Source: an optimization exercise on an open RTL-to-GDS flow (aim: small area). Production flows keep margins and buffers that such runs may drop. The RTL was checked by simulation tests, not by an equivalence proof against the original design. Power figures rest on the tool's default switching activity, not on a simulated workload. No driver is modelled on the clock port, so clocking that relies on it looks cheaper here than on a real chip.

==> flow/design.v <==
`default_nettype none
module rnd_refill_buffer #(
  parameter int RND   = 680,
  parameter int DEPTH = 2
) (
  input  logic                         clk,
  input  logic                         nrst,
  input  logic                         flush,
  input  logic                         in_valid,
  output logic                         in_ready,
  input  logic [RND-1:0]               in_rnd,
  output logic                         out_valid,
  input  logic                         out_ready,
  output logic [RND-1:0]               out_rnd,
  output logic [$clog2(DEPTH+1)-1:0]   level,
  output logic [7:0]                   starve_cnt
);
  logic [RND-1:0] r_head;
  logic [RND-1:0] r_tail;
  logic [RND-1:0] w_tail_nxt;
  logic [1:0]     r_level;
  logic           r_out_valid;
  logic [7:0]     r_starve_cnt;
  logic           w_space;
  logic           w_push;
  logic           w_pop;
  logic           w_ld_tail;
  logic           w_ld_head;
  logic [1:0]     w_level_nxt;
  assign w_space  = !r_level[1] && !flush;
  assign in_ready = nrst && w_space;
  assign w_push   = in_valid && w_space;
  assign w_pop    = r_out_valid && out_ready && !flush;
  assign w_ld_tail = in_valid && !r_level[1];
  assign w_ld_head = (r_out_valid && out_ready) || (r_level == 2'd0);
  assign w_tail_nxt = w_ld_tail ? in_rnd : r_tail;
  always_ff @(posedge clk) begin
    r_tail <= w_tail_nxt;
    if (w_ld_head)
      r_head <= w_tail_nxt;
  end
  always_comb begin
    w_level_nxt = r_level;
    if (flush)
      w_level_nxt = 2'd0;
    else if (w_push && !w_pop)
      w_level_nxt = r_level + 2'd1;
    else if (!w_push && w_pop)
      w_level_nxt = r_level - 2'd1;
  end
  always_ff @(posedge clk or negedge nrst) begin
    if (!nrst) begin
      r_level     <= 2'd0;
      r_out_valid <= 1'b0;
    end else begin
      r_level <= w_level_nxt;
      if (flush)
        r_out_valid <= 1'b0;
      else if (r_out_valid)
        r_out_valid <= (w_level_nxt != 2'd0);
      else
        r_out_valid <= (w_level_nxt == 2'd2);
    end
  end
  always_ff @(posedge clk or negedge nrst) begin
    if (!nrst)
      r_starve_cnt <= '0;
    else if (out_ready && !r_out_valid && !flush && (r_starve_cnt != 8'hFF))
      r_starve_cnt <= r_starve_cnt + 8'd1;
  end
  assign out_valid  = r_out_valid;
  assign out_rnd    = r_head;
  assign level      = r_level;
  assign starve_cnt = r_starve_cnt;
endmodule
`default_nettype wire
clock: 5.0 ns
lec_check: 0
abc_area: 1
cap_margin: 20
core_area: 10 10 410 410
die_area: 0 0 420 420
slew_margin: 20
standard.sh (not shown) runs the stock make flow with config.mk's settings and CLKGATE_MAP_FILE= SYNTH_SCRIPT=/design/flow/synth_recipe.tcl, a recipe that flattens the netlist after the stock synthesis.
==> flow/flow/run.sh <==
#!/bin/bash
set -euo pipefail
cd "$(dirname "$0")/.."
export BUFFER_PORTS_ARGS="-buffer_cell sky130_fd_sc_hd__buf_1"
bash standard.sh > standard_flow.log 2>&1 || { tail -50 standard_flow.log; exit 1; }
tail -5 standard_flow.log
Rerun with:
==> flow/run.sh (new file) <==
#!/bin/bash
# synth_recipe.tcl (not shown) runs the flow's synth.tcl, then flattens the netlist and writes it again
# the make line also repeats each setting of config.mk as NAME=value (left out here)
make -C /OpenROAD-flow-scripts/flow DESIGN_CONFIG=/design/flow/config.mk WORK_HOME=/design/flow/orfs CLKGATE_MAP_FILE= SYNTH_SCRIPT=/design/flow/synth_recipe.tcl finish
Settings changed: ABC_AREA 1 to not set.
removed: flow/flow/run.sh
removed: flow/standard.sh
Combinational power increases to 2.8 times its value.
Synthesized cell count decreases slightly.
Utilization increases by 5.3 points.
Hold slack is better by 0.24 ns.
Wire length decreases slightly.
Worst setup slack is worse by 0.90 ns.
Rerun with:
==> flow/flow/run.sh (new file) <==
#!/bin/bash
# The standard layout with three changes in how the layout is made:
#  - the synthesised netlist's mux2_2/mux2_4 cells are swapped for mux2_1
#    (same function and pins, smaller drive; repair_design fixes any slew);
#  - every input and output port is buffered with buf_1 instead of the
#    buffer buffer_ports picks by default;
#  - CTS without dummy loads and with larger sink clusters.
set -euo pipefail
cd "$(dirname "$0")/.."
RES=orfs/results/$FLOW_PLATFORM/rnd_refill_buffer/base
export BUFFER_PORTS_ARGS="-buffer_cell sky130_fd_sc_hd__buf_1"
export CTS_ARGS="${CTS_ARGS_OVERRIDE:--sink_clustering_enable -repair_clock_nets -dont_use_dummy_load -sink_clustering_size 20 -sink_clustering_max_diameter 100}"
bash standard.sh "$PWD/$RES/1_2_yosys.v" > flow_synth.log 2>&1 || { tail -50 flow_synth.log; exit 1; }
sed -i -E 's/\bsky130_fd_sc_hd__mux2_(2|4|8)\b/sky130_fd_sc_hd__mux2_1/' "$RES/1_2_yosys.v"
bash standard.sh > flow_layout.log 2>&1 || { tail -50 flow_layout.log; exit 1; }
tail -5 flow_layout.log
==> flow/standard.sh (new file) <==
#!/bin/bash
# synth_recipe.tcl (not shown) runs the flow's synth.tcl, then flattens the netlist and writes it again
# the make line also repeats each setting of config.mk as NAME=value (left out here)
make -C /OpenROAD-flow-scripts/flow DESIGN_CONFIG=/design/flow/config.mk WORK_HOME=/design/flow/orfs CLKGATE_MAP_FILE= SYNTH_SCRIPT=/design/flow/synth_recipe.tcl "${@:-finish}"
Settings changed: ABC_AREA set to 1.
removed: flow/run.sh
Result: Design area decreases by 18%. First-iteration DRC count increases by about 18%. Final cell count decreases by about 3.3%. Setup slack is better by 0.71 ns. Maximum frequency increases by about 24%.

---

## before
Another version of the RTL of rnd_refill_buffer (not shown whole).
Size in the first run: roughly 3,100 cells after synthesis, roughly 1,400 I/O pins, ~0.042 mm2 of cells after synthesis.
==> flow/config.mk <==
export PLATFORM = sky130hd
export DESIGN_NAME = rnd_refill_buffer
export DESIGN_NICKNAME = rnd_refill_buffer
export VERILOG_FILES = /design/flow/design.v
export SDC_FILE = /design/flow/constraint.sdc
export NUM_CORES = 4
export LEC_CHECK = 0
export ABC_AREA = 1
export CAP_MARGIN = 20
export CORE_AREA = 70 70 350 350
export DIE_AREA = 0 0 420 420
export SLEW_MARGIN = 20
export SYNTH_HIERARCHICAL = 1
==> flow/constraint.sdc <==
create_clock -name core_clock -period 5.0 [get_ports {clk}]
set_input_delay 1.0000 -clock core_clock [delete_from_list [all_inputs] [get_ports {clk}]]
set_output_delay 1.0000 -clock core_clock [all_outputs]
set_load 0.01 [all_outputs]
==> flow/flow/run.sh <==
#!/bin/bash
# The standard layout with three changes in how the layout is made:
#  - after the standard synthesis, flow/remap.py remaps combinational cells
#    of the netlist: NAND2-NAND2 AND-OR triples become one a22o_1, and mux2
#    cells of any drive become mux2_1 (registers are left untouched);
#  - every input and output port is buffered with buf_1 instead of the
#    buffer buffer_ports picks by default;
#  - CTS without dummy loads and with larger sink clusters.
set -euo pipefail
cd "$(dirname "$0")/.."
RES=orfs/results/$FLOW_PLATFORM/rnd_refill_buffer/base
export BUFFER_PORTS_ARGS="-buffer_cell sky130_fd_sc_hd__buf_1"
export CTS_ARGS="-sink_clustering_enable -repair_clock_nets -dont_use_dummy_load -sink_clustering_size 25 -sink_clustering_max_diameter 100"
bash standard.sh "$PWD/$RES/1_2_yosys.v" > flow_synth.log 2>&1 || { tail -50 flow_synth.log; exit 1; }
cp "$RES/1_2_yosys.v" "$RES/1_2_yosys.standard.v"
python3 flow/remap.py "$RES/1_2_yosys.v" > flow_remap.log 2>&1 || { cat flow_remap.log; exit 1; }
bash standard.sh > flow_layout.log 2>&1 || { tail -50 flow_layout.log; exit 1; }
tail -5 flow_layout.log
Other scripts of this flow, unchanged in this note and not shown: flow/flow/remap.py
Both conditions hold for before: the flow ran to the end and the final layout passed the timing, design-rule and antenna checks.
--- input diff before..after ---
- changing CORE_AREA from 70 70 350 350 to 10 10 410 410
[summary]
after ended with every stage complete and zero timing, DRC or antenna violations. before did not stop at any stage, and its layout met the timing, design-rule and antenna checks. Wire length the detailed router placed on met1 (after vs. before) decreases by a few percent. Re buffer count excluding the clock tree in the final layout: before and after aren't equal, and the lower value belongs to before. Compared to before, after has delay of the slowest cell on the worst path 80 ps higher. [compare] base=before new=after: synthesized cell count saw little to no change, portion of total power attributed to combinational logic saw a decrease, met2 usage saw a decrease, die area saw little to no change.

---

Another version of the RTL of rnd_refill_buffer (not shown whole).
Size: roughly 3600 cells after synthesis, about 1400 flip-flops, roughly 1400 I/O pins, roughly 43000 sq um of cells after synthesis.
==> flow/config.mk <==
export PLATFORM = sky130hd
export DESIGN_NAME = rnd_refill_buffer
export DESIGN_NICKNAME = rnd_refill_buffer
export VERILOG_FILES = /design/flow/design.v
export SDC_FILE = /design/flow/constraint.sdc
export NUM_CORES = 4
export LEC_CHECK = 0
export ABC_AREA = 1
export CAP_MARGIN = 20
export CORE_AREA = 10 10 410 410
export DIE_AREA = 0 0 420 420
export SLEW_MARGIN = 20
==> flow/constraint.sdc <==
create_clock -name core_clock -period 5.0 [get_ports {clk}]
set_input_delay 1.0000 -clock core_clock [delete_from_list [all_inputs] [get_ports {clk}]]
set_output_delay 1.0000 -clock core_clock [all_outputs]
set_load 0.01 [all_outputs]
==> flow/flow/run.sh <==
#!/bin/bash
# The standard layout with three changes in how the layout is made:
#  - the synthesised netlist's mux2_2/mux2_4 cells are swapped for mux2_1
#    (same function and pins, smaller drive; repair_design fixes any slew);
#  - every input and output port is buffered with buf_1 instead of the
#    buffer buffer_ports picks by default;
#  - CTS without dummy loads and with larger sink clusters.
set -euo pipefail
cd "$(dirname "$0")/.."
RES=orfs/results/$FLOW_PLATFORM/rnd_refill_buffer/base
export BUFFER_PORTS_ARGS="-buffer_cell sky130_fd_sc_hd__buf_1"
export CTS_ARGS="-sink_clustering_enable -repair_clock_nets -dont_use_dummy_load -sink_clustering_size 25 -sink_clustering_max_diameter 100"
bash standard.sh "$PWD/$RES/1_2_yosys.v" > flow_synth.log 2>&1 || { tail -50 flow_synth.log; exit 1; }
sed -i -E 's/\bsky130_fd_sc_hd__mux2_(2|4|8)\b/sky130_fd_sc_hd__mux2_1/' "$RES/1_2_yosys.v"
bash standard.sh > flow_layout.log 2>&1 || { tail -50 flow_layout.log; exit 1; }
tail -5 flow_layout.log
==> next run, changes <==
--- a/flow/flow/run.sh
+++ b/flow/flow/run.sh
@@ -12 +12 @@
-export CTS_ARGS="-sink_clustering_enable -repair_clock_nets -dont_use_dummy_load -sink_clustering_size 25 -sink_clustering_max_diameter 100"
+export CTS_ARGS="-sink_clustering_enable -repair_clock_nets -dont_use_dummy_load -sink_clustering_size 30 -sink_clustering_max_diameter 100"
Outcome: Routed wire length barely changes. Utilization shrinks by 0.19 points. Global-route usage shrinks by 0.11 points. Final area shrinks slightly. Die area is unchanged. Clock-buffer cell count shrinks by 12. Non-clock buffer count does not change. Clock skew shrinks by 0.022 ns.

---

RTL: one of the versions met above, not the one the previous note started from.
For scale: roughly 42000 sq um of cells after synthesis.
==> flow/config.mk <==
export PLATFORM = sky130hd
export DESIGN_NAME = rnd_refill_buffer
export DESIGN_NICKNAME = rnd_refill_buffer
export VERILOG_FILES = /design/flow/design.v
export SDC_FILE = /design/flow/constraint.sdc
export NUM_CORES = 4
export LEC_CHECK = 0
export ABC_AREA = 1
export CAP_MARGIN = 20
export CORE_AREA = 70 70 350 350
export DIE_AREA = 0 0 420 420
export SLEW_MARGIN = 20
export SYNTH_HIERARCHICAL = 1
==> flow/constraint.sdc <==
create_clock -name core_clock -period 5.0 [get_ports {clk}]
set_input_delay 1.0000 -clock core_clock [delete_from_list [all_inputs] [get_ports {clk}]]
set_output_delay 1.0000 -clock core_clock [all_outputs]
set_load 0.01 [all_outputs]
==> flow/flow/run.sh <==
#!/bin/bash
# The standard layout with three changes in how the layout is made:
#  - after the standard synthesis, flow/remap.py remaps combinational cells
#    of the netlist: NAND2-NAND2 AND-OR triples become one a22o_1, and mux2
#    cells of any drive become mux2_1 (registers are left untouched);
#  - every input and output port is buffered with buf_1 instead of the
#    buffer buffer_ports picks by default;
#  - CTS without dummy loads and with larger sink clusters.
set -euo pipefail
cd "$(dirname "$0")/.."
RES=orfs/results/$FLOW_PLATFORM/rnd_refill_buffer/base
export BUFFER_PORTS_ARGS="-buffer_cell sky130_fd_sc_hd__buf_1"
export CTS_ARGS="-sink_clustering_enable -repair_clock_nets -dont_use_dummy_load -sink_clustering_size 30 -sink_clustering_max_diameter 100"
bash standard.sh "$PWD/$RES/1_2_yosys.v" > flow_synth.log 2>&1 || { tail -50 flow_synth.log; exit 1; }
cp "$RES/1_2_yosys.v" "$RES/1_2_yosys.standard.v"
python3 flow/remap.py "$RES/1_2_yosys.v" > flow_remap.log 2>&1 || { cat flow_remap.log; exit 1; }
bash standard.sh > flow_layout.log 2>&1 || { tail -50 flow_layout.log; exit 1; }
tail -5 flow_layout.log
Other scripts of this flow, unchanged in this note and not shown: flow/flow/remap.py
Rerun with:
- CAP_MARGIN: 20 -> 0
- CORE_AREA: 70 70 350 350 -> 10 10 410 410
- SLEW_MARGIN: 20 -> 0
Worst setup slack is better by 0.55 ns.
Clock power came out higher by 7.3%.
Design area goes up by 2.7%.
Worst hold slack improved by 0.015 ns.
Combinational power is lower by 18%.
Die area is unchanged.
Rerun with:
--- a/flow/flow/run.sh
+++ b/flow/flow/run.sh
@@ -11,5 +11,5 @@
 RES=orfs/results/$FLOW_PLATFORM/rnd_refill_buffer/base
 export BUFFER_PORTS_ARGS="-buffer_cell sky130_fd_sc_hd__buf_1"
-export CTS_ARGS="-sink_clustering_enable -repair_clock_nets -dont_use_dummy_load -sink_clustering_size 30 -sink_clustering_max_diameter 100"
+export CTS_ARGS="-sink_clustering_enable -repair_clock_nets -dont_use_dummy_load -sink_clustering_size 25 -sink_clustering_max_diameter 100"
 bash standard.sh "$PWD/$RES/1_2_yosys.v" > flow_synth.log 2>&1 || { tail -50 flow_synth.log; exit 1; }
 cp "$RES/1_2_yosys.v" "$RES/1_2_yosys.standard.v"
- CAP_MARGIN: 0 -> 20
- CORE_AREA: 10 10 410 410 -> 85 85 335 335
- SLEW_MARGIN: 0 -> 20
Via count went up by 12%.
Critical path depth is higher by 1.
Final cell count went down by 17%.
Rerun with:
- CAP_MARGIN: 20 -> 0
- CORE_AREA: 85 85 335 335 -> 10 10 410 410
- SLEW_MARGIN: 20 -> 0
=> The changed run finished clean. Flip-flop and latch count stays the same. Count of clock-buffer cells in the layout climbs by 8. Routed wire length drops by well over a third. Synthesized area does not change. Non-clock buffer count climbs by 12. First-iteration DRC count drops by a quarter to a third. Core utilization drops by 47 points. Register-to-register slack gains 0.20 ns. Power drops by a few percent. Sequential share of layout area drops by 1.7 points. Worst hold slack barely changes.
Rerun with:
--- a/flow/flow/run.sh
+++ b/flow/flow/run.sh
@@ -11,5 +11,5 @@
 RES=orfs/results/$FLOW_PLATFORM/rnd_refill_buffer/base
 export BUFFER_PORTS_ARGS="-buffer_cell sky130_fd_sc_hd__buf_1"
-export CTS_ARGS="-sink_clustering_enable -repair_clock_nets -dont_use_dummy_load -sink_clustering_size 25 -sink_clustering_max_diameter 100"
+export CTS_ARGS="-sink_clustering_enable -repair_clock_nets -dont_use_dummy_load -sink_clustering_size 30 -sink_clustering_max_diameter 100"
 bash standard.sh "$PWD/$RES/1_2_yosys.v" > flow_synth.log 2>&1 || { tail -50 flow_synth.log; exit 1; }
 cp "$RES/1_2_yosys.v" "$RES/1_2_yosys.standard.v"
- CAP_MARGIN: 0 -> 20
- CORE_AREA: 10 10 410 410 -> 85 85 335 335
- SLEW_MARGIN: 0 -> 20
Outcome: Core utilization climbs by 46 points. Die area is unchanged. Routed wire length climbs by 65%. Synthesized area stays the same.

afterwards: timing with drivers on the ports:
How much do the figures lean on ideal ports? The routed layouts below were timed once more, with nothing changed but the port constraints.
Step 1 (the two cells are an assumption about what drives the block):
set clk [get_ports {clk}]
set_driving_cell -lib_cell sky130_fd_sc_hd__clkbuf_16 $clk
set_driving_cell -lib_cell sky130_fd_sc_hd__buf_2 [delete_from_list [all_inputs] $clk]
Step 2 moves the port delays by t, midway between the first and last clock arrival at a register: inputs arrive t later, outputs are due t later. That takes back most of the time a late clock gives input paths.
Three values: ideal ports, drivers, drivers and shift; two values: the first two.
run | t (ns) | slack for setup (ns) | worst setup path at the end
the first run of note 1 | 0.836 | 2.216 / 2.153 / 1.578 | input to register
the second run of note 1 | 0.839 | 1.320 / 1.281 / 1.281 | input to output
the third run of note 1 | 0.744 | 2.026 / 1.996 / 1.745 | input to register
before | 0.749 | 1.517 / 1.423 / 1.612 | input to register
after | 0.730 | 1.851 / 1.851 / 1.801 | input to register
the first run of note 3 | 0.722 | 1.877 / 1.877 / 1.877 | register to register
the second run of note 3 | 0.727 | 1.908 / 1.908 / 1.908 | register to register
the first run of note 4 | 0.736 | 1.316 / 1.223 / 1.636 | input to register
the second run of note 4 | 0.746 | 1.863 / 1.863 / 1.817 | input to register
the third run of note 4 | 0.752 | 1.650 / 1.627 / 1.514 | input to register
the fourth run of note 4 | 0.730 | 1.851 / 1.851 / 1.801 | input to register
the fifth run of note 4 | 0.735 | 1.727 / 1.640 / 1.596 | input to register
After both steps setup and hold are still met in every run listed. For the first run of note 1, which loses most, drivers alone change the setup slack by -0.063 ns; drivers and shift together by -0.638 ns.
